This is an optimization exercise on Yosys and OpenROAD, whose aim is small area and a short achievable clock period, not a production implementation.
RTL that was checked went through simulation tests only; none was proved equivalent to the original.
Function not checked in run 2: the RTL went through the layout flow alone.
Power figures rest on the tool's default switching activity, not on a simulated workload.

==> flow/design.v (outline; a module is shown in full before it is edited, if it fits) <==
// module operand_classify: 35 lines
// module addsub_compare: 18 lines
// module addsub_prenorm: 50 lines
// module mul_prenorm: 19 lines
// module mantissa_arith: 875 lines
// module norm_add: 18 lines
// module norm_shift: 28 lines
// module result_select: 94 lines
// module fpu_top: 135 lines
module fpu_top (
	input  logic                        clk,
	input  logic                        arst_n,
	input  logic [fpu_pkg::FLOAT_W-1:0] opa,
	input  logic [fpu_pkg::FLOAT_W-1:0] opb,
	input  logic [1:0]                  fpu_op,    
	input  logic [1:0]                  rmode,     
	output logic [fpu_pkg::FLOAT_W-1:0] out,
	output logic                        inf,
	output logic                        snan,
	output logic                        qnan,
	output logic                        ine,
	output logic                        overflow,
	output logic                        underflow,
	output logic                        zero
);
  // ...
==> flow/run.sh <==
#!/bin/bash
# synth_recipe.tcl (not shown) runs the flow's synth.tcl, then flattens the netlist and writes it again
# the make line also repeats each setting of config.mk as NAME=value (left out here)
make -C /OpenROAD-flow-scripts/flow DESIGN_CONFIG=/design/flow/config.mk WORK_HOME=/design/flow/orfs CLKGATE_MAP_FILE= SYNTH_SCRIPT=/design/flow/synth_recipe.tcl finish
==> flow/config.mk <==
export PLATFORM = sky130hd
export DESIGN_NAME = fpu_top
export DESIGN_NICKNAME = fpu_top
export VERILOG_FILES = /design/flow/design.v
export SDC_FILE = /design/flow/constraint.sdc
export NUM_CORES = 4
export LEC_CHECK = 0
export CAP_MARGIN = 20
export CORE_MARGIN = 2
export CORE_UTILIZATION = 40
export SETUP_SLACK_MARGIN = 4.5
export SLEW_MARGIN = 20
==> flow/constraint.sdc <==
create_clock -name core_clock -period 8.5 [get_ports {clk}]
set_input_delay 1.7000 -clock core_clock [delete_from_list [all_inputs] [get_ports {clk}]]
set_output_delay 1.7000 -clock core_clock [all_outputs]
set_load 0.01 [all_outputs]
==> run notes, run 1 <==
----------------------------------------------------
[Cells and area]
  Non-clock buffer count ... roughly 190
  Cell type taking the most area ... multi-input gates
  Layout cell share with drive strength beyond 1 ... 7.87%
  Post-Layout Cell Count ... 4,267
  Storage element area ... 7580 sq um

[Yosys]
  Mapped cell area ... 30,500 sq um
  Simple-Gate Fraction of Synth Area ... 9.11%
  Leading area contributor after synthesis ... sky130_fd_sc_hd__dfxtp_1
  Synthesized flop and latch total ... 378
  Number of synthesized flops with an enable pin ... 0
  Asr flop ratio synth ... 0%
  Post-synthesis compound-gate area fraction ... 18.9%

[Hold path]
  Hold Crit Class ... reg2reg

[Floorplanning]
  Number of tapcells ... 978
  Ports ... 109

[Power]
  Final Power ... 12,300 uW
  Internal power ... 6740 uW

[Detailed routing]
  Met2 wire len ... between 40 and 50 mm
  Remaining antenna violation count ... 0
  Via density ... 5.69

[Critical path]
  Worst Path Max Fanout ... 30
  Total buffers and inverters traversed by the critical path ... 1
  Critical path capture point ... s1_p[30]
  FF-to-FF Start ... opa_r[12]
  Cells along the critical path ... a22oi_1 > xor2_1 > fa_1 > fa_1 > inv_1 > fa_1 > ha_1 > fa_1 > a21o_1
  R2r worst-path depth ... 9

[Global routing]
  Met1 usage in global routing ... 30.8%

[Placement]
  Final weighted congestion of routability-driven global placement ... 0.936
  IO buf count ... 107
  Worst setup slack before clock tree synthesis ... 3.52 ns

[CTS]
  Setup Fix Bufs, Post-CTS ... 5

[Timing]
  Total negative setup slack ... 0 ns

[Run status]
  Run status ... complete, no violations

----------------------------------------------------
==> module addsub_compare, before the edit <==
module addsub_compare (
	input  logic [31:0] opa,
	input  logic [31:0] opb,
	output logic        a_big,      
	output logic [4:0]  diff,       
	output logic        diff_big    
);
	logic [7:0] ea, eb, dab, dba;
	logic       ea_ge;
	assign ea    = opa[30:23];
	assign eb    = opb[30:23];
	assign dab   = ea - eb;
	assign dba   = eb - ea;
	assign ea_ge = (ea >= eb);
	assign a_big    = (ea > eb) | ((ea == eb) & ((ea == '0) | (opa[22:0] >= opb[22:0])));
	assign diff     = ea_ge ? dab[4:0] : dba[4:0];
	assign diff_big = ea_ge ? (dab > 8'd26) : (dba > 8'd26);
endmodule
==> module addsub_prenorm, before the edit <==
module addsub_prenorm (
	input  logic [31:0] opa,
	input  logic [31:0] opb,
	input  logic        a_big,
	input  logic        a_norm,     
	input  logic        b_norm,
	input  logic [4:0]  diff,
	input  logic        diff_big,
	input  logic        is_mul,
	input  logic        is_sub,
	input  logic [1:0]  rmode,
	output logic [27:0] row0,
	output logic [27:0] row1,
	output logic [7:0]  exp_big,
	output logic        sign_as,
	output logic        zero_sign
);
	logic        sa, sb_eff, eff_sub, az, bz, en;
	logic [7:0]  ea, eb;
	logic [23:0] ma, mb, m_big, m_small;
	logic [49:0] shifted;
	logic [26:0] small_al;
	logic [23:0] lost;       
	logic        sticky;
	assign sa      = opa[31];
	assign sb_eff  = opb[31] ^ is_sub;
	assign eff_sub = sa ^ sb_eff;
	assign ea      = opa[30:23];
	assign eb      = opb[30:23];
	assign az      = ~a_norm;
	assign bz      = ~b_norm;
	assign ma      = az ? 24'b0 : {1'b1, opa[22:0]};   
	assign mb      = bz ? 24'b0 : {1'b1, opb[22:0]};
	assign en      = ~is_mul;
	assign m_big    = a_big ? ma : mb;
	assign m_small  = a_big ? mb : ma;
	assign shifted  = {m_small, 26'b0} >> diff;
	always_comb
	begin
		for (int k = 0; k < 24; k++)
			lost[k] = diff_big | (5'(k + 2) < diff);
	end
	assign sticky   = |(m_small & lost);
	assign small_al = {diff_big ? 26'b0 : shifted[49:24], sticky};
	assign row0 = en ? {1'b0, m_big, 2'b00, eff_sub} : '0;
	assign row1 = en ? {eff_sub, small_al ^ {27{eff_sub}}} : '0;
	assign exp_big   = a_big ? ea : eb;
	assign sign_as   = a_big ? sa : sb_eff;
	assign zero_sign = eff_sub ? (rmode == RM_DOWN) : sa;   
endmodule
==> module norm_shift, before the edit <==
module norm_shift (
	input  logic [27:0]       x,
	input  logic              low_sticky,
	input  logic signed [9:0] exp_in,
	output logic [22:0]       mant,
	output logic              guard,
	output logic              sticky,
	output logic signed [9:0] exp_n,
	output logic              is_zero
);
	logic [4:0]  lz;
	logic [28:0] norm;
	always_comb
	begin
		lz = 5'd0;
		for (int i = 0; i < 28; i++)
		begin
			if (x[i])
				lz = 5'(27 - i);   
		end
	end
	assign is_zero = (x == '0);   
	assign norm    = {x, low_sticky} << lz;
	assign guard   = norm[4];
	assign sticky  = |norm[3:0];
	assign mant    = norm[27:5];
	assign exp_n   = exp_in + 10'sd1 - $signed({5'b0, lz});
endmodule
==> module fpu_top, before the edit <==
module fpu_top (
	input  logic                        clk,
	input  logic                        arst_n,
	input  logic [fpu_pkg::FLOAT_W-1:0] opa,
	input  logic [fpu_pkg::FLOAT_W-1:0] opb,
	input  logic [1:0]                  fpu_op,    
	input  logic [1:0]                  rmode,     
	output logic [fpu_pkg::FLOAT_W-1:0] out,
	output logic                        inf,
	output logic                        snan,
	output logic                        qnan,
	output logic                        ine,
	output logic                        overflow,
	output logic                        underflow,
	output logic                        zero
);
	logic [31:0]       opa_r, opb_r;
	logic              mul_r, sub_r;
	logic [1:0]        rmode_r;
	logic [11:0]       bx1, bx2, bneg, bx1_r, bx2_r, bneg_r;
	logic              abig, abig_r, dbig, dbig_r, anorm_r, bnorm_r;
	logic [4:0]        diff, diff_r;
	logic [47:MUL_K]   pp0, pp1, pp2, rows0, rows1;
	logic              lo_carry, lo_zero, lc_p, lzero_p;
	logic [27:0]       as0, as1;
	logic [7:0]        exp_big;
	logic              sign_as, zsign_d;
	logic              nan_d, inf_d, zero_d, ssign_d, snan_d;
	logic [47:MUL_K]   s0_p, s1_p, s2_p;
	logic signed [9:0] exp_p;
	logic              sign_p, zsign_p;
	logic [1:0]        rmode_p;
	logic [4:0]        spec_p;
	logic [27:0]       x_d, x_a;
	logic              ls_d, ls_a;
	logic signed [9:0] exp_a;
	logic              sign_a, zsign_a;
	logic [1:0]        rmode_a;
	logic [4:0]        spec_a;
	logic [22:0]       mant_d, mant_n;
	logic              guard_d, sticky_d, isz_d;
	logic signed [9:0] expn_d, exp_n;
	logic              guard_n, sticky_n, sign_n, zsign_n, isz_n;
	logic [1:0]        rmode_n;
	logic [4:0]        spec_n;
	logic [31:0]       out_d;
	logic [6:0]        flags_d;
	mul_prenorm u_mul_pre (.frac(opb[22:0]), .m(fpu_op[1]), .x1(bx1), .x2(bx2), .neg(bneg));
	addsub_compare u_compare (.opa, .opb, .a_big(abig), .diff, .diff_big(dbig));
	always_ff @(posedge clk)
	begin
		opa_r   <= opa;
		opb_r   <= opb;
		mul_r   <= fpu_op[1];   
		sub_r   <= fpu_op[0];
		rmode_r <= rmode;
		bx1_r   <= bx1;
		bx2_r   <= bx2;
		bneg_r  <= bneg;
		abig_r  <= abig;
		anorm_r <= |opa[30:23];
		bnorm_r <= |opb[30:23];
		diff_r  <= diff;
		dbig_r  <= dbig;
	end
	operand_classify u_classify (
		.opa(opa_r), .opb(opb_r), .is_mul(mul_r), .is_sub(sub_r),
		.spec_nan(nan_d), .spec_inf(inf_d), .spec_zero(zero_d), .spec_sign(ssign_d), .spec_snan(snan_d)
	);
	mantissa_arith u_arith (
		.a({1'b1, opa_r[22:0]}), .x1(bx1_r), .x2(bx2_r), .neg(bneg_r), .m(mul_r),
		.s0(pp0), .s1(pp1), .s2(pp2), .lo_carry, .lo_zero
	);
	addsub_prenorm u_addsub_pre (
		.opa(opa_r), .opb(opb_r), .a_big(abig_r), .a_norm(anorm_r), .b_norm(bnorm_r), .diff(diff_r), .diff_big(dbig_r),
		.is_mul(mul_r), .is_sub(sub_r), .rmode(rmode_r), .row0(as0), .row1(as1), .exp_big, .sign_as, .zero_sign(zsign_d)
	);
	assign rows0 = pp0 | {as0, (20 - MUL_K)'(0)};
	assign rows1 = pp1 | {as1, (20 - MUL_K)'(0)};
	always_ff @(posedge clk)
	begin
		s0_p    <= rows0;
		s1_p    <= rows1;
		s2_p    <= pp2;
		lc_p    <= lo_carry;
		lzero_p <= lo_zero;
		exp_p   <= mul_r ? $signed({2'b00, opa_r[30:23]}) + $signed({2'b00, opb_r[30:23]}) - 10'sd127
		                 : $signed({2'b00, exp_big});
		sign_p  <= mul_r ? opa_r[31] ^ opb_r[31] : sign_as;
		zsign_p <= zsign_d;
		rmode_p <= rmode_r;
		spec_p  <= {nan_d, inf_d, zero_d, ssign_d, snan_d};
	end
	norm_add u_add (
		.s0(s0_p), .s1(s1_p), .s2(s2_p), .lo_carry(lc_p), .lo_zero(lzero_p), .x(x_d), .low_sticky(ls_d)
	);
	always_ff @(posedge clk)
	begin
		x_a     <= x_d;
		ls_a    <= ls_d;
		exp_a   <= exp_p;
		sign_a  <= sign_p;
		zsign_a <= zsign_p;
		rmode_a <= rmode_p;
		spec_a  <= spec_p;
	end
	norm_shift u_shift (
		.x(x_a), .low_sticky(ls_a), .exp_in(exp_a),
		.mant(mant_d), .guard(guard_d), .sticky(sticky_d), .exp_n(expn_d), .is_zero(isz_d)
	);
	always_ff @(posedge clk)
	begin
		mant_n   <= mant_d;
		guard_n  <= guard_d;
		sticky_n <= sticky_d;
		exp_n    <= expn_d;
		sign_n   <= sign_a;
		zsign_n  <= zsign_a;
		rmode_n  <= rmode_a;
		isz_n    <= isz_d;
		spec_n   <= spec_a;
	end
	result_select u_result (
		.mant(mant_n), .guard(guard_n), .sticky(sticky_n), .exp_n, .sign(sign_n), .rmode(rmode_n),
		.is_zero(isz_n), .zero_sign(zsign_n),
		.spec_nan(spec_n[4]), .spec_inf(spec_n[3]), .spec_zero(spec_n[2]), .spec_sign(spec_n[1]), .spec_snan(spec_n[0]),
		.out(out_d), .inf(flags_d[6]), .snan(flags_d[5]), .qnan(flags_d[4]), .ine(flags_d[3]),
		.overflow(flags_d[2]), .underflow(flags_d[1]), .zero(flags_d[0])
	);
	always_ff @(posedge clk)
	begin
		out <= out_d;
		{inf, snan, qnan, ine, overflow, underflow, zero} <= flags_d;
	end
endmodule
==> run 2, diff against run 1 <==
--- a/flow/design.v
+++ b/flow/design.v
@@ -54,48 +54,45 @@
 	                   a_inf    ? opa[31] : sb_eff;
 	assign spec_snan = a_snan | b_snan;
 endmodule
 import fpu_pkg::*;
 module addsub_compare (
 	input  logic [31:0] opa,
 	input  logic [31:0] opb,
 	output logic        a_big,      
-	output logic [4:0]  diff,       
-	output logic        diff_big    
+	output logic [7:0]  diff        
 );
 	logic [7:0] ea, eb, dab, dba;
 	logic       ea_ge;
 	assign ea    = opa[30:23];
 	assign eb    = opb[30:23];
 	assign dab   = ea - eb;
 	assign dba   = eb - ea;
 	assign ea_ge = (ea >= eb);
 	assign a_big    = (ea > eb) | ((ea == eb) & ((ea == '0) | (opa[22:0] >= opb[22:0])));
-	assign diff     = ea_ge ? dab[4:0] : dba[4:0];
-	assign diff_big = ea_ge ? (dab > 8'd26) : (dba > 8'd26);
+	assign diff     = ea_ge ? dab : dba;
 endmodule
 module addsub_prenorm (
 	input  logic [31:0] opa,
 	input  logic [31:0] opb,
 	input  logic        a_big,
 	input  logic        a_norm,     
 	input  logic        b_norm,
-	input  logic [4:0]  diff,
-	input  logic        diff_big,
+	input  logic [7:0]  diff,
 	input  logic        is_mul,
 	input  logic        is_sub,
 	input  logic [1:0]  rmode,
 	output logic [27:0] row0,
 	output logic [27:0] row1,
 	output logic [7:0]  exp_big,
 	output logic        sign_as,
 	output logic        zero_sign
 );
-	logic        sa, sb_eff, eff_sub, az, bz, en;
+	logic        sa, sb_eff, eff_sub, az, bz, en, diff_big;
 	logic [7:0]  ea, eb;
 	logic [23:0] ma, mb, m_big, m_small;
 	logic [49:0] shifted;
 	logic [26:0] small_al;
 	logic [23:0] lost;       
 	logic        sticky;
 	assign sa      = opa[31];
 	assign sb_eff  = opb[31] ^ is_sub;
@@ -104,21 +101,22 @@
 	assign eb      = opb[30:23];
 	assign az      = ~a_norm;
 	assign bz      = ~b_norm;
 	assign ma      = az ? 24'b0 : {1'b1, opa[22:0]};   
 	assign mb      = bz ? 24'b0 : {1'b1, opb[22:0]};
 	assign en      = ~is_mul;
 	assign m_big    = a_big ? ma : mb;
 	assign m_small  = a_big ? mb : ma;
-	assign shifted  = {m_small, 26'b0} >> diff;
+	assign diff_big = (diff > 8'd26);
+	assign shifted  = {m_small, 26'b0} >> diff[4:0];
 	always_comb
 	begin
 		for (int k = 0; k < 24; k++)
-			lost[k] = diff_big | (5'(k + 2) < diff);
+			lost[k] = diff_big | (5'(k + 2) < diff[4:0]);
 	end
 	assign sticky   = |(m_small & lost);
 	assign small_al = {diff_big ? 26'b0 : shifted[49:24], sticky};
 	assign row0 = en ? {1'b0, m_big, 2'b00, eff_sub} : '0;
 	assign row1 = en ? {eff_sub, small_al ^ {27{eff_sub}}} : '0;
 	assign exp_big   = a_big ? ea : eb;
 	assign sign_as   = a_big ? sa : sb_eff;
 	assign zero_sign = eff_sub ? (rmode == RM_DOWN) : sa;   
@@ -723,298 +721,298 @@
 	wire s565 = s557 ^ s559 ^ c542;
 	wire c566 = (s557 & s559) | (s557 & c542) | (s559 & c542);
 	wire s567 = c544 ^ s561 ^ s563;
 	wire c568 = (c544 & s561) | (c544 & s563) | (s561 & s563);
 	wire s569 = c546 ^ c548 ^ s565;
 	wire c570 = (c546 & c548) | (c546 & s565) | (c548 & s565);
 	wire s571 = s567 ^ c550;
 	wire c572 = s567 & c550;
-	wire s573 = r313 ^ p25 ^ p49;
-	wire c574 = (r313 & p25) | (r313 & p49) | (p25 & p49);
-	wire s575 = p73 ^ p97 ^ p121;
-	wire c576 = (p73 & p97) | (p73 & p121) | (p97 & p121);
-	wire s577 = p145 ^ p169 ^ p193;
-	wire c578 = (p145 & p169) | (p145 & p193) | (p169 & p193);
-	wire s579 = p217 ^ p241 ^ p265;
-	wire c580 = (p217 & p241) | (p217 & p265) | (p241 & p265);
-	wire s581 = p289 ^ c554 ^ c556;
-	wire c582 = (p289 & c554) | (p289 & c556) | (c554 & c556);
+	wire s573 = p25 ^ p49 ^ p73;
+	wire c574 = (p25 & p49) | (p25 & p73) | (p49 & p73);
+	wire s575 = p97 ^ p121 ^ p145;
+	wire c576 = (p97 & p121) | (p97 & p145) | (p121 & p145);
+	wire s577 = p169 ^ p193 ^ p217;
+	wire c578 = (p169 & p193) | (p169 & p217) | (p193 & p217);
+	wire s579 = p241 ^ p265 ^ p289;
+	wire c580 = (p241 & p265) | (p241 & p289) | (p265 & p289);
+	wire s581 = r313 ^ c554 ^ c556;
+	wire c582 = (r313 & c554) | (r313 & c556) | (c554 & c556);
 	wire s583 = c558 ^ c560 ^ s573;
 	wire c584 = (c558 & c560) | (c558 & s573) | (c560 & s573);
 	wire s585 = s575 ^ s577 ^ s579;
 	wire c586 = (s575 & s577) | (s575 & s579) | (s577 & s579);
 	wire s587 = c562 ^ c564 ^ s581;
 	wire c588 = (c562 & c564) | (c562 & s581) | (c564 & s581);
 	wire s589 = s583 ^ s585 ^ c566;
 	wire c590 = (s583 & s585) | (s583 & c566) | (s585 & c566);
 	wire s591 = c568 ^ s587 ^ c570;
 	wire c592 = (c568 & s587) | (c568 & c570) | (s587 & c570);
-	wire s593 = neg[0] ^ r314 ^ p50;
-	wire c594 = (neg[0] & r314) | (neg[0] & p50) | (r314 & p50);
-	wire s595 = p74 ^ p98 ^ p122;
-	wire c596 = (p74 & p98) | (p74 & p122) | (p98 & p122);
-	wire s597 = p146 ^ p170 ^ p194;
-	wire c598 = (p146 & p170) | (p146 & p194) | (p170 & p194);
-	wire s599 = p218 ^ p242 ^ p266;
-	wire c600 = (p218 & p242) | (p218 & p266) | (p242 & p266);
-	wire s601 = p290 ^ c574 ^ c576;
-	wire c602 = (p290 & c574) | (p290 & c576) | (c574 & c576);
+	wire s593 = neg[0] ^ p50 ^ p74;
+	wire c594 = (neg[0] & p50) | (neg[0] & p74) | (p50 & p74);
+	wire s595 = p98 ^ p122 ^ p146;
+	wire c596 = (p98 & p122) | (p98 & p146) | (p122 & p146);
+	wire s597 = p170 ^ p194 ^ p218;
+	wire c598 = (p170 & p194) | (p170 & p218) | (p194 & p218);
+	wire s599 = p242 ^ p266 ^ p290;
+	wire c600 = (p242 & p266) | (p242 & p290) | (p266 & p290);
+	wire s601 = r314 ^ c574 ^ c576;
+	wire c602 = (r314 & c574) | (r314 & c576) | (c574 & c576);
 	wire s603 = c578 ^ c580 ^ s593;
 	wire c604 = (c578 & c580) | (c578 & s593) | (c580 & s593);
 	wire s605 = s595 ^ s597 ^ s599;
 	wire c606 = (s595 & s597) | (s595 & s599) | (s597 & s599);
 	wire s607 = c582 ^ c584 ^ c586;
 	wire c608 = (c582 & c584) | (c582 & c586) | (c584 & c586);
 	wire s609 = s601 ^ s603 ^ s605;
 	wire c610 = (s601 & s603) | (s601 & s605) | (s603 & s605);
 	wire s611 = c588 ^ s607 ^ s609;
 	wire c612 = (c588 & s607) | (c588 & s609) | (s607 & s609);
-	wire s613 = neg[0] ^ r315 ^ p51;
-	wire c614 = (neg[0] & r315) | (neg[0] & p51) | (r315 & p51);
-	wire s615 = p75 ^ p99 ^ p123;
-	wire c616 = (p75 & p99) | (p75 & p123) | (p99 & p123);
-	wire s617 = p147 ^ p171 ^ p195;
-	wire c618 = (p147 & p171) | (p147 & p195) | (p171 & p195);
-	wire s619 = p219 ^ p243 ^ p267;
-	wire c620 = (p219 & p243) | (p219 & p267) | (p243 & p267);
-	wire s621 = p291 ^ c594 ^ c596;
-	wire c622 = (p291 & c594) | (p291 & c596) | (c594 & c596);
+	wire s613 = neg[0] ^ p51 ^ p75;
+	wire c614 = (neg[0] & p51) | (neg[0] & p75) | (p51 & p75);
+	wire s615 = p99 ^ p123 ^ p147;
+	wire c616 = (p99 & p123) | (p99 & p147) | (p123 & p147);
+	wire s617 = p171 ^ p195 ^ p219;
+	wire c618 = (p171 & p195) | (p171 & p219) | (p195 & p219);
+	wire s619 = p243 ^ p267 ^ p291;
+	wire c620 = (p243 & p267) | (p243 & p291) | (p267 & p291);
+	wire s621 = r315 ^ c594 ^ c596;
+	wire c622 = (r315 & c594) | (r315 & c596) | (c594 & c596);
 	wire s623 = c598 ^ c600 ^ s613;
 	wire c624 = (c598 & c600) | (c598 & s613) | (c600 & s613);
 	wire s625 = s615 ^ s617 ^ s619;
 	wire c626 = (s615 & s617) | (s615 & s619) | (s617 & s619);
 	wire s627 = c602 ^ c604 ^ c606;
 	wire c628 = (c602 & c604) | (c602 & c606) | (c604 & c606);
 	wire s629 = s621 ^ s623 ^ s625;
 	wire c630 = (s621 & s623) | (s621 & s625) | (s623 & s625);
 	wire s631 = c608 ^ c610 ^ s627;
 	wire c632 = (c608 & c610) | (c608 & s627) | (c610 & s627);
-	wire s633 = e26 ^ e52 ^ r316;
-	wire c634 = (e26 & e52) | (e26 & r316) | (e52 & r316);
-	wire s635 = p76 ^ p100 ^ p124;
-	wire c636 = (p76 & p100) | (p76 & p124) | (p100 & p124);
-	wire s637 = p148 ^ p172 ^ p196;
-	wire c638 = (p148 & p172) | (p148 & p196) | (p172 & p196);
-	wire s639 = p220 ^ p244 ^ p268;
-	wire c640 = (p220 & p244) | (p220 & p268) | (p244 & p268);
-	wire s641 = p292 ^ s633 ^ c614;
-	wire c642 = (p292 & s633) | (p292 & c614) | (s633 & c614);
-	wire s643 = c616 ^ c618 ^ c620;
-	wire c644 = (c616 & c618) | (c616 & c620) | (c618 & c620);
+	wire s633 = p76 ^ p100 ^ p124;
+	wire c634 = (p76 & p100) | (p76 & p124) | (p100 & p124);
+	wire s635 = p148 ^ p172 ^ p196;
+	wire c636 = (p148 & p172) | (p148 & p196) | (p172 & p196);
+	wire s637 = p220 ^ p244 ^ p268;
+	wire c638 = (p220 & p244) | (p220 & p268) | (p244 & p268);
+	wire s639 = p292 ^ e26 ^ e52;
+	wire c640 = (p292 & e26) | (p292 & e52) | (e26 & e52);
+	wire s641 = r316 ^ c614 ^ c616;
+	wire c642 = (r316 & c614) | (r316 & c616) | (c614 & c616);
+	wire s643 = c618 ^ c620 ^ s633;
+	wire c644 = (c618 & c620) | (c618 & s633) | (c620 & s633);
 	wire s645 = s635 ^ s637 ^ s639;
 	wire c646 = (s635 & s637) | (s635 & s639) | (s637 & s639);
 	wire s647 = c622 ^ c624 ^ c626;
 	wire c648 = (c622 & c624) | (c622 & c626) | (c624 & c626);
 	wire s649 = s641 ^ s643 ^ s645;
 	wire c650 = (s641 & s643) | (s641 & s645) | (s643 & s645);
 	wire s651 = c628 ^ c630 ^ s647;
 	wire c652 = (c628 & c630) | (c628 & s647) | (c630 & s647);
-	wire s653 = m ^ r317 ^ p77;
-	wire c654 = (m & r317) | (m & p77) | (r317 & p77);
-	wire s655 = p101 ^ p125 ^ p149;
-	wire c656 = (p101 & p125) | (p101 & p149) | (p125 & p149);
-	wire s657 = p173 ^ p197 ^ p221;
-	wire c658 = (p173 & p197) | (p173 & p221) | (p197 & p221);
-	wire s659 = p245 ^ p269 ^ p293;
-	wire c660 = (p245 & p269) | (p245 & p293) | (p269 & p293);
+	wire s653 = p77 ^ p101 ^ p125;
+	wire c654 = (p77 & p101) | (p77 & p125) | (p101 & p125);
+	wire s655 = p149 ^ p173 ^ p197;
+	wire c656 = (p149 & p173) | (p149 & p197) | (p173 & p197);
+	wire s657 = p221 ^ p245 ^ p269;
+	wire c658 = (p221 & p245) | (p221 & p269) | (p245 & p269);
+	wire s659 = p293 ^ m ^ r317;
+	wire c660 = (p293 & m) | (p293 & r317) | (m & r317);
 	wire s661 = c634 ^ c636 ^ c638;
 	wire c662 = (c634 & c636) | (c634 & c638) | (c636 & c638);
-	wire s663 = c640 ^ s653 ^ s655;
-	wire c664 = (c640 & s653) | (c640 & s655) | (s653 & s655);
-	wire s665 = s657 ^ s659 ^ c642;
-	wire c666 = (s657 & s659) | (s657 & c642) | (s659 & c642);
-	wire s667 = c644 ^ c646 ^ s661;
-	wire c668 = (c644 & c646) | (c644 & s661) | (c646 & s661);
-	wire s669 = s663 ^ c648 ^ s665;
-	wire c670 = (s663 & c648) | (s663 & s665) | (c648 & s665);
-	wire s671 = c650 ^ s667;
-	wire c672 = c650 & s667;
-	wire s673 = e78 ^ r318 ^ p102;
-	wire c674 = (e78 & r318) | (e78 & p102) | (r318 & p102);
-	wire s675 = p126 ^ p150 ^ p174;
-	wire c676 = (p126 & p150) | (p126 & p174) | (p150 & p174);
-	wire s677 = p198 ^ p222 ^ p246;
-	wire c678 = (p198 & p222) | (p198 & p246) | (p222 & p246);
-	wire s679 = p270 ^ p294 ^ c654;
-	wire c680 = (p270 & p294) | (p270 & c654) | (p294 & c654);
-	wire s681 = c656 ^ c658 ^ c660;
-	wire c682 = (c656 & c658) | (c656 & c660) | (c658 & c660);
-	wire s683 = s673 ^ s675 ^ s677;
-	wire c684 = (s673 & s675) | (s673 & s677) | (s675 & s677);
+	wire s663 = s653 ^ s655 ^ s657;
+	wire c664 = (s653 & s655) | (s653 & s657) | (s655 & s657);
+	wire s665 = c640 ^ s659 ^ c642;
+	wire c666 = (c640 & s659) | (c640 & c642) | (s659 & c642);
+	wire s667 = c644 ^ s661 ^ s663;
+	wire c668 = (c644 & s661) | (c644 & s663) | (s661 & s663);
+	wire s669 = c646 ^ c648 ^ s665;
+	wire c670 = (c646 & c648) | (c646 & s665) | (c648 & s665);
+	wire s671 = s667 ^ c650;
+	wire c672 = s667 & c650;
+	wire s673 = p102 ^ p126 ^ p150;
+	wire c674 = (p102 & p126) | (p102 & p150) | (p126 & p150);
+	wire s675 = p174 ^ p198 ^ p222;
+	wire c676 = (p174 & p198) | (p174 & p222) | (p198 & p222);
+	wire s677 = p246 ^ p270 ^ p294;
+	wire c678 = (p246 & p270) | (p246 & p294) | (p270 & p294);
+	wire s679 = e78 ^ r318 ^ c654;
+	wire c680 = (e78 & r318) | (e78 & c654) | (r318 & c654);
+	wire s681 = c656 ^ c658 ^ s673;
+	wire c682 = (c656 & c658) | (c656 & s673) | (c658 & s673);
+	wire s683 = s675 ^ s677 ^ c660;
+	wire c684 = (s675 & s677) | (s675 & c660) | (s677 & c660);
 	wire s685 = c662 ^ c664 ^ s679;
 	wire c686 = (c662 & c664) | (c662 & s679) | (c664 & s679);
 	wire s687 = s681 ^ s683 ^ c666;
 	wire c688 = (s681 & s683) | (s681 & c666) | (s683 & c666);
-	wire s689 = c668 ^ s685 ^ c672;
-	wire c690 = (c668 & s685) | (c668 & c672) | (s685 & c672);
-	wire s691 = m ^ r319 ^ p103;
-	wire c692 = (m & r319) | (m & p103) | (r319 & p103);
-	wire s693 = p127 ^ p151 ^ p175;
-	wire c694 = (p127 & p151) | (p127 & p175) | (p151 & p175);
-	wire s695 = p199 ^ p223 ^ p247;
-	wire c696 = (p199 & p223) | (p199 & p247) | (p223 & p247);
-	wire s697 = p271 ^ p295 ^ c674;
-	wire c698 = (p271 & p295) | (p271 & c674) | (p295 & c674);
+	wire s689 = c668 ^ s685 ^ c670;
+	wire c690 = (c668 & s685) | (c668 & c670) | (s685 & c670);
+	wire s691 = p103 ^ p127 ^ p151;
+	wire c692 = (p103 & p127) | (p103 & p151) | (p127 & p151);
+	wire s693 = p175 ^ p199 ^ p223;
+	wire c694 = (p175 & p199) | (p175 & p223) | (p199 & p223);
+	wire s695 = p247 ^ p271 ^ p295;
+	wire c696 = (p247 & p271) | (p247 & p295) | (p271 & p295);
+	wire s697 = m ^ r319 ^ c674;
+	wire c698 = (m & r319) | (m & c674) | (r319 & c674);
 	wire s699 = c676 ^ c678 ^ s691;
 	wire c700 = (c676 & c678) | (c676 & s691) | (c678 & s691);
 	wire s701 = s693 ^ s695 ^ c680;
 	wire c702 = (s693 & s695) | (s693 & c680) | (s695 & c680);
-	wire s703 = c682 ^ c684 ^ s697;
-	wire c704 = (c682 & c684) | (c682 & s697) | (c684 & s697);
+	wire s703 = c682 ^ s697 ^ c684;
+	wire c704 = (c682 & s697) | (c682 & c684) | (s697 & c684);
 	wire s705 = s699 ^ c686 ^ s701;
 	wire c706 = (s699 & c686) | (s699 & s701) | (c686 & s701);
 	wire s707 = s703 ^ c688;
 	wire c708 = s703 & c688;
-	wire s709 = e104 ^ r320 ^ p128;
-	wire c710 = (e104 & r320) | (e104 & p128) | (r320 & p128);
-	wire s711 = p152 ^ p176 ^ p200;
-	wire c712 = (p152 & p176) | (p152 & p200) | (p176 & p200);
-	wire s713 = p224 ^ p248 ^ p272;
-	wire c714 = (p224 & p248) | (p224 & p272) | (p248 & p272);
-	wire s715 = p296 ^ c692 ^ c694;
-	wire c716 = (p296 & c692) | (p296 & c694) | (c692 & c694);
+	wire s709 = p128 ^ p152 ^ p176;
+	wire c710 = (p128 & p152) | (p128 & p176) | (p152 & p176);
+	wire s711 = p200 ^ p224 ^ p248;
+	wire c712 = (p200 & p224) | (p200 & p248) | (p224 & p248);
+	wire s713 = p272 ^ p296 ^ e104;
+	wire c714 = (p272 & p296) | (p272 & e104) | (p296 & e104);
+	wire s715 = r320 ^ c692 ^ c694;
+	wire c716 = (r320 & c692) | (r320 & c694) | (c692 & c694);
 	wire s717 = c696 ^ s709 ^ s711;
 	wire c718 = (c696 & s709) | (c696 & s711) | (s709 & s711);
 	wire s719 = s713 ^ c698 ^ c700;
 	wire c720 = (s713 & c698) | (s713 & c700) | (c698 & c700);
 	wire s721 = s715 ^ s717 ^ c702;
 	wire c722 = (s715 & s717) | (s715 & c702) | (s717 & c702);
 	wire s723 = c704 ^ s719 ^ c706;
 	wire c724 = (c704 & s719) | (c704 & c706) | (s719 & c706);
-	wire s725 = m ^ r321 ^ p129;
-	wire c726 = (m & r321) | (m & p129) | (r321 & p129);
-	wire s727 = p153 ^ p177 ^ p201;
-	wire c728 = (p153 & p177) | (p153 & p201) | (p177 & p201);
-	wire s729 = p225 ^ p249 ^ p273;
-	wire c730 = (p225 & p249) | (p225 & p273) | (p249 & p273);
-	wire s731 = p297 ^ c710 ^ c712;
-	wire c732 = (p297 & c710) | (p297 & c712) | (c710 & c712);
-	wire s733 = c714 ^ s725 ^ s727;
-	wire c734 = (c714 & s725) | (c714 & s727) | (s725 & s727);
+	wire s725 = p129 ^ p153 ^ p177;
+	wire c726 = (p129 & p153) | (p129 & p177) | (p153 & p177);
+	wire s727 = p201 ^ p225 ^ p249;
+	wire c728 = (p201 & p225) | (p201 & p249) | (p225 & p249);
+	wire s729 = p273 ^ p297 ^ m;
+	wire c730 = (p273 & p297) | (p273 & m) | (p297 & m);
+	wire s731 = r321 ^ c710 ^ c712;
+	wire c732 = (r321 & c710) | (r321 & c712) | (c710 & c712);
+	wire s733 = s725 ^ s727 ^ c714;
+	wire c734 = (s725 & s727) | (s725 & c714) | (s727 & c714);
 	wire s735 = s729 ^ c716 ^ c718;
 	wire c736 = (s729 & c716) | (s729 & c718) | (c716 & c718);
 	wire s737 = s731 ^ s733 ^ c720;
 	wire c738 = (s731 & s733) | (s731 & c720) | (s733 & c720);
 	wire s739 = s735 ^ c722;
 	wire c740 = s735 & c722;
-	wire s741 = e130 ^ r322 ^ p154;
-	wire c742 = (e130 & r322) | (e130 & p154) | (r322 & p154);
-	wire s743 = p178 ^ p202 ^ p226;
-	wire c744 = (p178 & p202) | (p178 & p226) | (p202 & p226);
-	wire s745 = p250 ^ p274 ^ p298;
-	wire c746 = (p250 & p274) | (p250 & p298) | (p274 & p298);
-	wire s747 = c726 ^ c728 ^ c730;
-	wire c748 = (c726 & c728) | (c726 & c730) | (c728 & c730);
-	wire s749 = s741 ^ s743 ^ s745;
-	wire c750 = (s741 & s743) | (s741 & s745) | (s743 & s745);
+	wire s741 = p154 ^ p178 ^ p202;
+	wire c742 = (p154 & p178) | (p154 & p202) | (p178 & p202);
+	wire s743 = p226 ^ p250 ^ p274;
+	wire c744 = (p226 & p250) | (p226 & p274) | (p250 & p274);
+	wire s745 = p298 ^ e130 ^ r322;
+	wire c746 = (p298 & e130) | (p298 & r322) | (e130 & r322);
+	wire s747 = c726 ^ c728 ^ s741;
+	wire c748 = (c726 & c728) | (c726 & s741) | (c728 & s741);
+	wire s749 = s743 ^ c730 ^ s745;
+	wire c750 = (s743 & c730) | (s743 & s745) | (c730 & s745);
 	wire s751 = c732 ^ c734 ^ s747;
 	wire c752 = (c732 & c734) | (c732 & s747) | (c734 & s747);
 	wire s753 = s749 ^ c736 ^ s751;
 	wire c754 = (s749 & c736) | (s749 & s751) | (c736 & s751);
-	wire s755 = m ^ r323 ^ p155;
-	wire c756 = (m & r323) | (m & p155) | (r323 & p155);
-	wire s757 = p179 ^ p203 ^ p227;
-	wire c758 = (p179 & p203) | (p179 & p227) | (p203 & p227);
-	wire s759 = p251 ^ p275 ^ p299;
-	wire c760 = (p251 & p275) | (p251 & p299) | (p275 & p299);
-	wire s761 = c742 ^ c744 ^ c746;
-	wire c762 = (c742 & c744) | (c742 & c746) | (c744 & c746);
-	wire s763 = s755 ^ s757 ^ s759;
-	wire c764 = (s755 & s757) | (s755 & s759) | (s757 & s759);
-	wire s765 = c748 ^ c750 ^ s761;
-	wire c766 = (c748 & c750) | (c748 & s761) | (c750 & s761);
+	wire s755 = p155 ^ p179 ^ p203;
+	wire c756 = (p155 & p179) | (p155 & p203) | (p179 & p203);
+	wire s757 = p227 ^ p251 ^ p275;
+	wire c758 = (p227 & p251) | (p227 & p275) | (p251 & p275);
+	wire s759 = p299 ^ m ^ r323;
+	wire c760 = (p299 & m) | (p299 & r323) | (m & r323);
+	wire s761 = c742 ^ c744 ^ s755;
+	wire c762 = (c742 & c744) | (c742 & s755) | (c744 & s755);
+	wire s763 = s757 ^ c746 ^ s759;
+	wire c764 = (s757 & c746) | (s757 & s759) | (c746 & s759);
+	wire s765 = c748 ^ s761 ^ c750;
+	wire c766 = (c748 & s761) | (c748 & c750) | (s761 & c750);
 	wire s767 = s763 ^ c752;
 	wire c768 = s763 & c752;
-	wire s769 = e156 ^ r324 ^ p180;
-	wire c770 = (e156 & r324) | (e156 & p180) | (r324 & p180);
-	wire s771 = p204 ^ p228 ^ p252;
-	wire c772 = (p204 & p228) | (p204 & p252) | (p228 & p252);
-	wire s773 = p276 ^ p300 ^ c756;
-	wire c774 = (p276 & p300) | (p276 & c756) | (p300 & c756);
-	wire s775 = c758 ^ c760 ^ s769;
-	wire c776 = (c758 & c760) | (c758 & s769) | (c760 & s769);
-	wire s777 = s771 ^ c762 ^ c764;
-	wire c778 = (s771 & c762) | (s771 & c764) | (c762 & c764);
-	wire s779 = s773 ^ s775 ^ c766;
-	wire c780 = (s773 & s775) | (s773 & c766) | (s775 & c766);
-	wire s781 = m ^ r325 ^ p181;
-	wire c782 = (m & r325) | (m & p181) | (r325 & p181);
-	wire s783 = p205 ^ p229 ^ p253;
-	wire c784 = (p205 & p229) | (p205 & p253) | (p229 & p253);
-	wire s785 = p277 ^ p301 ^ c770;
-	wire c786 = (p277 & p301) | (p277 & c770) | (p301 & c770);
+	wire s769 = p180 ^ p204 ^ p228;
+	wire c770 = (p180 & p204) | (p180 & p228) | (p204 & p228);
+	wire s771 = p252 ^ p276 ^ p300;
+	wire c772 = (p252 & p276) | (p252 & p300) | (p276 & p300);
+	wire s773 = e156 ^ r324 ^ c756;
+	wire c774 = (e156 & r324) | (e156 & c756) | (r324 & c756);
+	wire s775 = c758 ^ s769 ^ s771;
+	wire c776 = (c758 & s769) | (c758 & s771) | (s769 & s771);
+	wire s777 = c760 ^ c762 ^ s773;
+	wire c778 = (c760 & c762) | (c760 & s773) | (c762 & s773);
+	wire s779 = s775 ^ c764 ^ s777;
+	wire c780 = (s775 & c764) | (s775 & s777) | (c764 & s777);
+	wire s781 = p181 ^ p205 ^ p229;
+	wire c782 = (p181 & p205) | (p181 & p229) | (p205 & p229);
+	wire s783 = p253 ^ p277 ^ p301;
+	wire c784 = (p253 & p277) | (p253 & p301) | (p277 & p301);
+	wire s785 = m ^ r325 ^ c770;
+	wire c786 = (m & r325) | (m & c770) | (r325 & c770);
 	wire s787 = c772 ^ s781 ^ s783;
 	wire c788 = (c772 & s781) | (c772 & s783) | (s781 & s783);
 	wire s789 = c774 ^ c776 ^ s785;
 	wire c790 = (c774 & c776) | (c774 & s785) | (c776 & s785);
 	wire s791 = s787 ^ c778;
 	wire c792 = s787 & c778;
-	wire s793 = e182 ^ r326 ^ p206;
-	wire c794 = (e182 & r326) | (e182 & p206) | (r326 & p206);
-	wire s795 = p230 ^ p254 ^ p278;
-	wire c796 = (p230 & p254) | (p230 & p278) | (p254 & p278);
-	wire s797 = p302 ^ c782 ^ c784;
-	wire c798 = (p302 & c782) | (p302 & c784) | (c782 & c784);
+	wire s793 = p206 ^ p230 ^ p254;
+	wire c794 = (p206 & p230) | (p206 & p254) | (p230 & p254);
+	wire s795 = p278 ^ p302 ^ e182;
+	wire c796 = (p278 & p302) | (p278 & e182) | (p302 & e182);
+	wire s797 = r326 ^ c782 ^ c784;
+	wire c798 = (r326 & c782) | (r326 & c784) | (c782 & c784);
 	wire s799 = s793 ^ s795 ^ c786;
 	wire c800 = (s793 & s795) | (s793 & c786) | (s795 & c786);
 	wire s801 = c788 ^ s797 ^ c790;
 	wire c802 = (c788 & s797) | (c788 & c790) | (s797 & c790);
-	wire s803 = m ^ r327 ^ p207;
-	wire c804 = (m & r327) | (m & p207) | (r327 & p207);
-	wire s805 = p231 ^ p255 ^ p279;
-	wire c806 = (p231 & p255) | (p231 & p279) | (p255 & p279);
-	wire s807 = p303 ^ c794 ^ c796;
-	wire c808 = (p303 & c794) | (p303 & c796) | (c794 & c796);
-	wire s809 = s803 ^ s805 ^ c798;
-	wire c810 = (s803 & s805) | (s803 & c798) | (s805 & c798);
+	wire s803 = p207 ^ p231 ^ p255;
+	wire c804 = (p207 & p231) | (p207 & p255) | (p231 & p255);
+	wire s805 = p279 ^ p303 ^ m;
+	wire c806 = (p279 & p303) | (p279 & m) | (p303 & m);
+	wire s807 = r327 ^ c794 ^ s803;
+	wire c808 = (r327 & c794) | (r327 & s803) | (c794 & s803);
+	wire s809 = c796 ^ s805 ^ c798;
+	wire c810 = (c796 & s805) | (c796 & c798) | (s805 & c798);
 	wire s811 = s807 ^ c800;
 	wire c812 = s807 & c800;
-	wire s813 = e208 ^ r328 ^ p232;
-	wire c814 = (e208 & r328) | (e208 & p232) | (r328 & p232);
-	wire s815 = p256 ^ p280 ^ p304;
-	wire c816 = (p256 & p280) | (p256 & p304) | (p280 & p304);
-	wire s817 = c804 ^ c806 ^ s813;
-	wire c818 = (c804 & c806) | (c804 & s813) | (c806 & s813);
+	wire s813 = p232 ^ p256 ^ p280;
+	wire c814 = (p232 & p256) | (p232 & p280) | (p256 & p280);
+	wire s815 = p304 ^ e208 ^ r328;
+	wire c816 = (p304 & e208) | (p304 & r328) | (e208 & r328);
+	wire s817 = c804 ^ s813 ^ c806;
+	wire c818 = (c804 & s813) | (c804 & c806) | (s813 & c806);
 	wire s819 = s815 ^ c808 ^ s817;
 	wire c820 = (s815 & c808) | (s815 & s817) | (c808 & s817);
-	wire s821 = m ^ r329 ^ p233;
-	wire c822 = (m & r329) | (m & p233) | (r329 & p233);
-	wire s823 = p257 ^ p281 ^ p305;
-	wire c824 = (p257 & p281) | (p257 & p305) | (p281 & p305);
-	wire s825 = c814 ^ c816 ^ s821;
-	wire c826 = (c814 & c816) | (c814 & s821) | (c816 & s821);
+	wire s821 = p233 ^ p257 ^ p281;
+	wire c822 = (p233 & p257) | (p233 & p281) | (p257 & p281);
+	wire s823 = p305 ^ m ^ r329;
+	wire c824 = (p305 & m) | (p305 & r329) | (m & r329);
+	wire s825 = c814 ^ s821 ^ c816;
+	wire c826 = (c814 & s821) | (c814 & c816) | (s821 & c816);
 	wire s827 = s823 ^ c818;
 	wire c828 = s823 & c818;
-	wire s829 = e234 ^ r330 ^ p258;
-	wire c830 = (e234 & r330) | (e234 & p258) | (r330 & p258);
-	wire s831 = p282 ^ p306 ^ c822;
-	wire c832 = (p282 & p306) | (p282 & c822) | (p306 & c822);
-	wire s833 = c824 ^ s829 ^ c826;
-	wire c834 = (c824 & s829) | (c824 & c826) | (s829 & c826);
-	wire s835 = m ^ r331 ^ p259;
-	wire c836 = (m & r331) | (m & p259) | (r331 & p259);
-	wire s837 = p283 ^ p307 ^ c830;
-	wire c838 = (p283 & p307) | (p283 & c830) | (p307 & c830);
+	wire s829 = p258 ^ p282 ^ p306;
+	wire c830 = (p258 & p282) | (p258 & p306) | (p282 & p306);
+	wire s831 = e234 ^ r330 ^ c822;
+	wire c832 = (e234 & r330) | (e234 & c822) | (r330 & c822);
+	wire s833 = s829 ^ c824 ^ s831;
+	wire c834 = (s829 & c824) | (s829 & s831) | (c824 & s831);
+	wire s835 = p259 ^ p283 ^ p307;
+	wire c836 = (p259 & p283) | (p259 & p307) | (p283 & p307);
+	wire s837 = m ^ r331 ^ c830;
+	wire c838 = (m & r331) | (m & c830) | (r331 & c830);
 	wire s839 = s835 ^ c832;
 	wire c840 = s835 & c832;
-	wire s841 = e260 ^ r332 ^ p284;
-	wire c842 = (e260 & r332) | (e260 & p284) | (r332 & p284);
-	wire s843 = p308 ^ c836 ^ s841;
-	wire c844 = (p308 & c836) | (p308 & s841) | (c836 & s841);
-	wire s845 = m ^ r333 ^ p285;
-	wire c846 = (m & r333) | (m & p285) | (r333 & p285);
-	wire s847 = p309 ^ c842;
-	wire c848 = p309 & c842;
-	wire s849 = e286 ^ r334 ^ p310;
-	wire c850 = (e286 & r334) | (e286 & p310) | (r334 & p310);
-	wire s851 = m ^ r335;
-	wire c852 = m & r335;
-	assign s0 = {e312, p311, c846, s845, c838, s837, s831, s825, c810, s809, s799, s789, s777, s765, c738, s737, s721, s705, c670, c652, s649, s629, c590, s589, s569, s549, s529, c494, c480, s477, s461, s447, c424, c410, c402, s399, s389, c374};
-	assign s1 = {r336, c850, c848, c844, c840, c834, c828, c820, c812, c802, c792, c780, c768, c754, c740, c724, c708, c690, s687, s669, c632, c612, c592, c572, c552, c532, c514, s511, s493, c464, c450, c436, s433, s421, s409, c392, c384, c376};
+	wire s841 = p284 ^ p308 ^ e260;
+	wire c842 = (p284 & p308) | (p284 & e260) | (p308 & e260);
+	wire s843 = r332 ^ c836 ^ s841;
+	wire c844 = (r332 & c836) | (r332 & s841) | (c836 & s841);
+	wire s845 = p285 ^ p309 ^ m;
+	wire c846 = (p285 & p309) | (p285 & m) | (p309 & m);
+	wire s847 = r333 ^ c842;
+	wire c848 = r333 & c842;
+	wire s849 = p310 ^ e286 ^ r334;
+	wire c850 = (p310 & e286) | (p310 & r334) | (e286 & r334);
+	wire s851 = p311 ^ m;
+	wire c852 = p311 & m;
+	assign s0 = {e312, r335, c846, s845, c838, s837, c826, s825, c810, s809, s799, s789, c766, s765, c738, s737, s721, s705, s687, c652, s649, s629, c590, s589, s569, s549, s529, c494, c480, s477, s461, s447, c424, c410, c402, s399, s389, c374};
+	assign s1 = {r336, c850, c848, c844, c840, c834, c828, c820, c812, c802, c792, c780, c768, c754, c740, c724, c708, c690, c672, s669, c632, c612, c592, c572, c552, c532, c514, s511, s493, c464, c450, c436, s433, s421, s409, c392, c384, c376};
 	assign s2 = {c852, s851, s849, s847, s843, s839, s833, s827, s819, s811, s801, s791, s779, s767, s753, s739, s723, s707, s689, s671, s651, s631, s611, s591, s571, s551, s531, s513, s495, s479, s463, s449, s435, s423, s411, s401, s391, s383};
 	assign l0 = {s373, c360, s357, s351, s345, s341, c338, p27, p2, p1};
 	assign l1 = {s375, s367, s359, s353, s347, s343, s339, s337, 1'b0, neg[0]};
 	assign lo_sum   = l0 + l1;
 	assign lo_carry = lo_sum[10];
 	assign lo_zero  = ((l0 ^ l1) == {(l0[8:0] | l1[8:0]), 1'b0});
 endmodule
 import fpu_pkg::*;
@@ -1034,17 +1032,17 @@
 	assign t1 = {((s0[46:MUL_K] & s1[46:MUL_K]) | (s0[46:MUL_K] & s2[46:MUL_K]) | (s1[46:MUL_K] & s2[46:MUL_K])), 1'b0};
 	assign sum        = {t0, 1'b1} + {t1, lo_carry};
 	assign x          = sum[N:N-27];
 	assign low_sticky = (|sum[N-28:1]) | ~lo_zero;
 endmodule
 module norm_shift (
 	input  logic [27:0]       x,
 	input  logic              low_sticky,
-	input  logic signed [9:0] exp_in,
+	input  logic signed [9:0] exp_in,   
 	output logic [22:0]       mant,
 	output logic              guard,
 	output logic              sticky,
 	output logic signed [9:0] exp_n,
 	output logic              is_zero
 );
 	logic [4:0]  lz;
 	logic [28:0] norm;
@@ -1057,17 +1055,17 @@
 				lz = 5'(27 - i);   
 		end
 	end
 	assign is_zero = (x == '0);   
 	assign norm    = {x, low_sticky} << lz;
 	assign guard   = norm[4];
 	assign sticky  = |norm[3:0];
 	assign mant    = norm[27:5];
-	assign exp_n   = exp_in + 10'sd1 - $signed({5'b0, lz});
+	assign exp_n   = exp_in - $signed({5'b0, lz});   
 endmodule
 import fpu_pkg::*;
 module result_select (
 	input  logic [22:0]       mant,
 	input  logic              guard,
 	input  logic              sticky,
 	input  logic signed [9:0] exp_n,
 	input  logic              sign,
@@ -1175,18 +1173,18 @@
 	output logic                        overflow,
 	output logic                        underflow,
 	output logic                        zero
 );
 	logic [31:0]       opa_r, opb_r;
 	logic              mul_r, sub_r;
 	logic [1:0]        rmode_r;
 	logic [11:0]       bx1, bx2, bneg, bx1_r, bx2_r, bneg_r;
-	logic              abig, abig_r, dbig, dbig_r, anorm_r, bnorm_r;
-	logic [4:0]        diff, diff_r;
+	logic              abig, abig_r, anorm_r, bnorm_r;
+	logic [7:0]        diff, diff_r;
 	logic [47:MUL_K]   pp0, pp1, pp2, rows0, rows1;
 	logic              lo_carry, lo_zero, lc_p, lzero_p;
 	logic [27:0]       as0, as1;
 	logic [7:0]        exp_big;
 	logic              sign_as, zsign_d;
 	logic              nan_d, inf_d, zero_d, ssign_d, snan_d;
 	logic [47:MUL_K]   s0_p, s1_p, s2_p;
 	logic signed [9:0] exp_p;
@@ -1203,43 +1201,42 @@
 	logic              guard_d, sticky_d, isz_d;
 	logic signed [9:0] expn_d, exp_n;
 	logic              guard_n, sticky_n, sign_n, zsign_n, isz_n;
 	logic [1:0]        rmode_n;
 	logic [4:0]        spec_n;
 	logic [31:0]       out_d;
 	logic [6:0]        flags_d;
 	mul_prenorm u_mul_pre (.frac(opb[22:0]), .m(fpu_op[1]), .x1(bx1), .x2(bx2), .neg(bneg));
-	addsub_compare u_compare (.opa, .opb, .a_big(abig), .diff, .diff_big(dbig));
+	addsub_compare u_compare (.opa, .opb, .a_big(abig), .diff);
 	always_ff @(posedge clk)
 	begin
 		opa_r   <= opa;
 		opb_r   <= opb;
 		mul_r   <= fpu_op[1];   
 		sub_r   <= fpu_op[0];
 		rmode_r <= rmode;
 		bx1_r   <= bx1;
 		bx2_r   <= bx2;
 		bneg_r  <= bneg;
 		abig_r  <= abig;
 		anorm_r <= |opa[30:23];
 		bnorm_r <= |opb[30:23];
 		diff_r  <= diff;
-		dbig_r  <= dbig;
 	end
 	operand_classify u_classify (
 		.opa(opa_r), .opb(opb_r), .is_mul(mul_r), .is_sub(sub_r),
 		.spec_nan(nan_d), .spec_inf(inf_d), .spec_zero(zero_d), .spec_sign(ssign_d), .spec_snan(snan_d)
 	);
 	mantissa_arith u_arith (
 		.a({1'b1, opa_r[22:0]}), .x1(bx1_r), .x2(bx2_r), .neg(bneg_r), .m(mul_r),
 		.s0(pp0), .s1(pp1), .s2(pp2), .lo_carry, .lo_zero
 	);
 	addsub_prenorm u_addsub_pre (
-		.opa(opa_r), .opb(opb_r), .a_big(abig_r), .a_norm(anorm_r), .b_norm(bnorm_r), .diff(diff_r), .diff_big(dbig_r),
+		.opa(opa_r), .opb(opb_r), .a_big(abig_r), .a_norm(anorm_r), .b_norm(bnorm_r), .diff(diff_r),
 		.is_mul(mul_r), .is_sub(sub_r), .rmode(rmode_r), .row0(as0), .row1(as1), .exp_big, .sign_as, .zero_sign(zsign_d)
 	);
 	assign rows0 = pp0 | {as0, (20 - MUL_K)'(0)};
 	assign rows1 = pp1 | {as1, (20 - MUL_K)'(0)};
 	always_ff @(posedge clk)
 	begin
 		s0_p    <= rows0;
 		s1_p    <= rows1;
@@ -1255,17 +1252,17 @@
 	end
 	norm_add u_add (
 		.s0(s0_p), .s1(s1_p), .s2(s2_p), .lo_carry(lc_p), .lo_zero(lzero_p), .x(x_d), .low_sticky(ls_d)
 	);
 	always_ff @(posedge clk)
 	begin
 		x_a     <= x_d;
 		ls_a    <= ls_d;
-		exp_a   <= exp_p;
+		exp_a   <= exp_p + 10'sd1;   
 		sign_a  <= sign_p;
 		zsign_a <= zsign_p;
 		rmode_a <= rmode_p;
 		spec_a  <= spec_p;
 	end
 	norm_shift u_shift (
 		.x(x_a), .low_sticky(ls_a), .exp_in(exp_a),
 		.mant(mant_d), .guard(guard_d), .sticky(sticky_d), .exp_n(expn_d), .is_zero(isz_d)
==> flow/config.mk (replaced) <==
export PLATFORM = sky130hd
export DESIGN_NAME = fpu_top
export DESIGN_NICKNAME = fpu_top
export VERILOG_FILES = /design/flow/design.v
export SDC_FILE = /design/flow/constraint.sdc
export NUM_CORES = 4
export LEC_CHECK = 0
export ABC_AREA = 1
export CAP_MARGIN = 20
export CORE_MARGIN = 2
export CORE_UTILIZATION = 40
export SETUP_SLACK_MARGIN = 5
export SLEW_MARGIN = 20
==> run 2 against run 1 <==
Against the previous run: still clean on timing, DRC and antenna; critical path depth increased by 6; fmax up 9.9%; synthesized cell count is 12% higher; critical endpoint is now s1_p[32]; hold slack worse by 0.013 ns; largest power group unchanged; largest cell class unchanged; global-route usage is 2.4 points higher.
==> run notes, run 2 <==
----------------------------------------------------
[Run status]
  Run status ... complete, no violations

[Placement]
  Hpwl dp ... 70.5 mm
  IO buf count ... 107 (unchanged)
  Cell Count Post-Placement ... 4,554
  Final weighted congestion of routability-driven global placement ... 0.951 (+1.6%)
  Area after detailed placement ... 31,600 sq um

[Timing]
  Shortest clock period the worst path allows after layout ... 3.56 ns
  Worst hold margin ... 0.311 ns
  Max Freq ... 281 MHz
  RSZ-0062 raised after global routing ... yes
  Total of endpoints with negative setup slack in the final report ... 0
  Transition time of the tightest slew-check pin ... 1.02 ns
  Worst relative slew slack ... 31.1%
  Number of hold violations in the final report ... 0
  Max Clock Skew ... 0.0436 ns
  Pins over their slew limit ... 0
  Total negative setup slack ... 0 ns (unchanged)
  Final worst path period share ... approximately two fifths

[Critical path]
  Critical path data arrival time ... 3.96 ns
  Worst Setup Start Kind ... flop
  Crit. End Element ... flop
  R2r worst-path depth ... 15 (+6)
  Worst Path Max Fanout ... 6 (-80%)
  Type of the worst setup path ... reg2reg
  WP data required ... between 8 and 9 ns

[Yosys]
  Area fraction of the dominant cell type after synthesis ... 25.6%
  Number of distinct standard cells referenced by the synthesized netlist ... 62
  Asr flop ratio synth ... 0% (unchanged)
  Mapped cell area ... 29,700 sq um (-2.4%)
  Mapped Cells ... 3,649
  Synthesized flop and latch total ... 380 (+0.53%)
  Post-synthesis sequential area ratio ... 25.6%
  Synth warnings ... 5
  Leading area contributor after synthesis ... sky130_fd_sc_hd__dfxtp_1
  Most used flip-flop cell after synthesis ... sky130_fd_sc_hd__dfxtp_1
  Synth Net Count ... 4,128
  Main area contributors after synthesis ... sky130_fd_sc_hd__dfxtp_1 26%, sky130_fd_sc_hd__fa_1 17%, sky130_fd_sc_hd__xor2_1 10%, sky130_fd_sc_hd__inv_1 6.7%, sky130_fd_sc_hd__o22ai_1 6.6%
  Number of synthesized flops with an enable pin ... 0 (unchanged)
  Leading cell type by number of instances after synthesis ... sky130_fd_sc_hd__inv_1
  Most frequent cells after synthesis ... 532 x sky130_fd_sc_hd__inv_1, 498 x sky130_fd_sc_hd__nand2_1, 380 x sky130_fd_sc_hd__dfxtp_1
  Average cell area after synthesis ... 8.15 sq um

[Floorplanning]
  Die area ... 76,600 sq um
  Number of placement rows ... 99
  Die width ... 277 um
  Area of the core region ... ~73,000 sq um
  Initial standard-cell utilization of the core ... 40.6%
  Height of the die ... 277 um
  Ports ... 109 (unchanged)

[Cells and area]
  Layout cell share with drive strength beyond 1 ... 14.2% (+6.4 points)
  Post-Layout Cell Count ... 4,767 (+12%)
  Final nets ... 4,253
  Relative area change from synthesis to final layout ... 19.3%
  Most frequent cells in the layout ... 503 x sky130_fd_sc_hd__inv_1, 481 x sky130_fd_sc_hd__nand2_1, 340 x sky130_fd_sc_hd__xor2_1
  Cell area after layout ... 35,500 sq um
  Largest registers ... s1_p (38), s2_p (38), s0_p (37)
  # diodes ... 0
  Most common library cell in the layout ignoring fill and taps ... sky130_fd_sc_hd__inv_1

[CTS]
  Reg clk slew, reported paths ... 0.06 ns
  TritonCTS clock tree ... done
  Clock tree sinks ... 380
  Cts-stage hold buffer count ... 0
  Worst-skew pair later-pin latency ... 0.61 ns
  Buffer depth of the longest clock path ... 3
  Deepest level of the CTS H-tree ... 2
  Root Buffer ... sky130_fd_sc_hd__clkbuf_16
  Total clock buffers created by CTS ... 42

[Detailed routing]
  Total number of vias ... 26,646
  Wire length after detailed routing ... 101 mm
  Number of optimization iterations in the first detailed-route pass ... 6
  Remaining antenna violation count ... 0 (unchanged)
  DRC violations left ... 0
  DRC marker count from the first detailed-route iteration ... about 2,600
  Via density ... 5.59 (-1.8%)
  Detail-routed net length per standard cell ... 21.2 um

[Global routing]
  Total congestion overflow ... 0
  Maximum number of pins on one net before global-route repair ... 55
  Initial antenna violation count ... 1
  Global-route wire length before repair ... 155 mm
  Total GRT Usage ... 25.9%
  Number of global-route vias before repair ... between 20,000 and 30,000

[Hold path]
  Hold Crit Class ... reg2reg
  Hold-critical path depth ... 0

[Flow run]
  Number of max-capacitance violations reported ... 0

[Power]
  Leakage power total ... about 0.016 uW
  Power density over the cells ... approximately 360 nW/um^2
  IR Drop Worst-Case VDD ... 202 uV
  Final Power ... 12,800 uW (+4.1%)

----------------------------------------------------
==> run 2: cell types whose count changed in the layout (fill, tap and decap cells not counted), sizes merged, moves of 146 or more <==
cell and change:
nand2 +363, o22ai +306, a22oi -301, inv +214, xnor2 -191, xor2 +146
==> run 2: cell families (layout without fill, tap and decap cells) <==
| family | count (synthesis) | in the layout | share of synthesized area (%) |
|---|---|---|---|
| flip-flops | 380 | 380 | 25.6 |
| XOR/XNOR | 384 | 384 | 11.3 |
| multiplexers | 6 | 6 | 0.202 |
| buffers and inverters | 771 | 928 | 9.92 |
| adder cells (fa/ha/maj) | 409 | 409 | 23.7 |
| AO/OA/AOI/OAI | 743 | 743 | 14.9 |
| AND/OR/NAND/NOR | 956 | 958 | 14.4 |
==> run 2: repair_timing <==
action                                  4_1_cts  5_1_grt
resized for setup                           202      238
hold endpoints to repair                      0        0
endpoints found under the setup margin      115      109
pin swaps                                    11       68
setup buffers                                69       47
cloned                                       16        3
==> run 2: path summary, 6_finish.rpt <==
kind | startpoint | end | slack [ns]
worst max-delay path | opa_r[22] | s1_p[32] | 4.94
worst min-delay path | spec_a[0] | spec_n[0] | 0.31
worst max register to register | opa_r[22] | s1_p[32] | 4.94
worst min register to register | spec_a[0] | spec_n[0] | 0.31
==> run 2: metrics by stage <==
step	util, %	setup slack [ns]
after floorplan	-	4.78
after global placement	43.1	3.85
after detailed placement	43.1	3.85
after CTS	46.7	4.95
after global routing	48.4	4.86
final	48.4	4.94
==> run 2: layout make-up <==
class / count / area (sq um)
repair buffers: 269 / 2540
clock inverters: 24 / 332
flip-flops and latches: 380 / 7750
multi-input cells: 2500 / 20100
clock buffers: 54 / 1160
inverters: 566 / 2340
repair inverters: 15 / 108
well taps: 959 / 1200
fillers: 7087 / 37800
==> run 2: report_power, final <==
| group | internal (uW) | switching (uW) |
|---|---|---|
| clock network | 1110 | 794 |
| registers | 2450 | 412 |
| logic | 3310 | 4690 |
==> run 2: routing by layer <==
layer,up-vias,share of wire [%],track usage [%]
li1,12256,-,-
met1,12632,41,34.2
met2,1427,43,39.9
met3,329,10,6.23
met4,2,5.3,12.2
met5,-,0.012,0
==> run 2: worst max-delay path: stages, from the launching register on <==
cell	delay, ns
sky130_fd_sc_hd__dfxtp_2	0.34
sky130_fd_sc_hd__buf_12	0.13
sky130_fd_sc_hd__clkinvlp_4	0.17
sky130_fd_sc_hd__buf_4	0.19
sky130_fd_sc_hd__o22ai_2	0.09
sky130_fd_sc_hd__xor2_1	0.10
sky130_fd_sc_hd__fa_1	0.40
sky130_fd_sc_hd__fa_2	0.54
sky130_fd_sc_hd__inv_1	0.06
sky130_fd_sc_hd__fa_1	0.37
sky130_fd_sc_hd__inv_1	0.10
sky130_fd_sc_hd__fa_1	0.18
sky130_fd_sc_hd__inv_2	0.05
sky130_fd_sc_hd__fa_2	0.38
sky130_fd_sc_hd__a21oi_1	0.13
sky130_fd_sc_hd__o21ai_1	0.13

## port drivers added, routing unchanged
The results above use ideal ports. As a check the final layouts listed here were re-extracted and re-timed, cells and wires unchanged.
Step 1 sets driving cells, clkbuf_16 on the clock port and buf_2 on the other inputs (assumed; they add their load-dependent delay and slew).
Step 2 times the ports against the registers' clock, not the clock port: input delays grow and output delays shrink by t, the midpoint of the rising clock arrivals with the driver on.
Three values: no drivers, after step 1, after step 2; two values: the first two.
run	t (ns)	setup slack, ns	worst setup path after step 2	cell pins on the clock port's net
run 1	0.645	4.588 / 4.588 / 4.059	input to register	1
run 2	0.653	4.941 / 4.941 / 4.495	input to register	1
After both steps setup and hold are still met in every run listed. The setup slack of run 1, which loses most, moves by 0.000 ns with the drivers and by -0.529 ns with both steps.
